From an optimization exercise on the open Yosys and OpenROAD flow, aimed at small area, a short achievable clock period and few clock cycles per item; shortcuts taken in it are not production practice.
Function was checked by simulation only, so behaviour that the tests miss may differ from the original.
Power and IR drop assume default switching activity.

// vpu_sp_top
module vpu_sp_top (
  input  logic        clk,
  input  logic        rst_n,
  input  logic        line_start,
  input  logic [7:0]  line_y,
  output logic        busy,
  output logic        line_done,
  output logic        param_req_en,
  output logic [3:0]  param_req_addr,
  input  logic [31:0] param_rdata,
  output logic        tile_req_en,
  output logic [15:0] tile_req_addr,
  input  logic [7:0]  tile_rdata,
  output logic        pal_req_en,
  output logic [9:0]  pal_req_addr,
  input  logic [31:0] pal_rdata,
  output logic        lb_rd_en,
  output logic [7:0]  lb_rd_addr,
  output logic        lb_wr_en,
  output logic [7:0]  lb_wr_addr,
  output logic [31:0] lb_wdata,
  input  logic [31:0] lb_rdata
);
==> flow/config.mk <==
export PLATFORM = sky130hd
export DESIGN_NAME = vpu_sp_top
export DESIGN_NICKNAME = vpu_sp_top
export VERILOG_FILES = /design/flow/design.v
export SDC_FILE = /design/flow/constraint.sdc
export NUM_CORES = 4
export LEC_CHECK = 0
export CAP_MARGIN = 20
export CORE_MARGIN = 2
export CORE_UTILIZATION = 40
export CTS_BUF_LIST = sky130_fd_sc_hd__clkbuf_4 sky130_fd_sc_hd__clkbuf_8
export SLEW_MARGIN = 20
==> flow/constraint.sdc <==
create_clock -name core_clock -period 11.0 [get_ports {clk}]
set_input_delay 2.2000 -clock core_clock [delete_from_list [all_inputs] [get_ports {clk}]]
set_output_delay 2.2000 -clock core_clock [all_outputs]
set_load 0.01 [all_outputs]
standard.sh (not shown) runs the stock make flow with config.mk's settings and CLKGATE_MAP_FILE= SYNTH_SCRIPT=/design/flow/synth_recipe.tcl, a recipe that flattens the netlist after the stock synthesis.
==> flow/flow/run.sh <==
#!/bin/bash
# The standard layout, except that each port gets the smallest buffer
# (buf_1) instead of the one buffer_ports picks by default.
set -euo pipefail
export BUFFER_PORTS_ARGS="-buffer_cell sky130_fd_sc_hd__buf_1"
bash standard.sh finish > standard_flow.log 2>&1
The baseline completed with no timing, DRC or antenna violations.
Testbench counts at the start, summed over its fixed seeds: cycles 50,366, lines 512.
Then changed:
Settings changed: CORE_UTILIZATION 40 to 65, CTS_BUF_LIST sky130_fd_sc_hd__clkbuf_4 sky130_fd_sc_hd__clkbuf_8 to unset.
The changed run passed the timing, design-rule and antenna checks. Routed wire length came out lower by 4.8%. Design area decreases by 1.4%. Setup slack is worse by 0.32 ns. Count of clock-buffer cells in the layout is lower by 35. Flip-flop and latch count stays the same. Clock power is about the same. Register-to-register slack degrades by 0.32 ns.
Then changed:
Settings changed: CORE_UTILIZATION 65 to 40.
The changed run finished with timing, DRC and antenna clean.
Setup slack gains 0.31 ns.
Final cell count increases by 11%.
Clock skew barely changes.
Wire length rises by 4.9%.
Die area went up by 61%.
Worst hold slack improved by 0.0035 ns.
Clock power grows by about 10%.
Sequential cell count stays the same.
Power rises by 3.0%.
Non-clock buffer count rises by 1.
Design area came out higher by 2.0%.
Then changed:
==> flow/flow/run.sh (replaced) <==
#!/bin/bash
# The standard layout, except that
#  - each port gets the smallest buffer (buf_1) instead of the one
#    buffer_ports picks by default;
#  - Yosys's synth runs without its internal abc pass (-noabc), so that the
#    adder trees written in the RTL reach extract_fa as written; the final
#    ABC mapping of the flow is unchanged.
set -euo pipefail
export BUFFER_PORTS_ARGS="-buffer_cell sky130_fd_sc_hd__buf_1"
export SYNTH_ARGS="-noabc"
bash standard.sh finish > standard_flow.log 2>&1
Final cell count fell by 7.8%.
Wire length drops by 1.2%.
Non-clock buffer count came out lower by 1.
Setup slack is worse by 0.19 ns.
Maximum frequency shrinks by about 5%.
Then changed:
==> flow/run.sh (new file) <==
#!/bin/bash
# synth_recipe.tcl (not shown) runs the flow's synth.tcl, then flattens the netlist and writes it again
# the make line also repeats each setting of config.mk as NAME=value (left out here)
make -C /OpenROAD-flow-scripts/flow DESIGN_CONFIG=/design/flow/config.mk WORK_HOME=/design/flow/orfs CLKGATE_MAP_FILE= SYNTH_SCRIPT=/design/flow/synth_recipe.tcl finish
removed: flow/flow/run.sh
removed: flow/standard.sh
The new run finished clean; count of clock-buffer cells in the layout came out higher by 6; fmax came out lower by 6.4%; routed wire length came out higher by 1.3%; global-route usage stays flat; cell count came out higher by 8.6%; combinational power came out higher by 16%; setup slack degrades by 0.27 ns; area after synthesis came out higher by 2.6%; first-iteration DRC count came out lower by 17%.

re-timing with driven ports:
How much do the figures lean on ideal ports? The routed layouts below were timed once more, with nothing changed but the port constraints. Step 1 assumes that a clkbuf_16 drives the clock port and a buf_2 every other input. Step 2 adds t to the input delays and takes it off the output delays; t is the mean of the earliest and latest rising clock arrival at the registers after step 1. Input paths then give back, and output paths get back, about the clock's delay inside the block. a / b / c = no drivers / after step 1 / after step 2; a / b = the first two.
run	t (ns)	slack for setup (ns)	latest minus earliest clock arrival (ns)	pins driven straight from the clock port
the first run	0.664	7.246 / 7.246 / 6.665	0.026 / 0.026	1
the second run	0.610	6.927 / 6.927 / 6.668	0.017 / 0.016	1
the third run	0.591	7.235 / 7.235 / 6.679	0.016 / 0.016	1
the fourth run	0.579	7.041 / 7.041 / 6.677	0.017 / 0.017	1
the fifth run	0.585	6.768 / 6.798 / 6.213	0.023 / 0.022	1
After both steps every run listed still meets setup and hold. The setup slack of the first run, which loses most, moves by 0.000 ns with the drivers and by -0.581 ns with both steps.
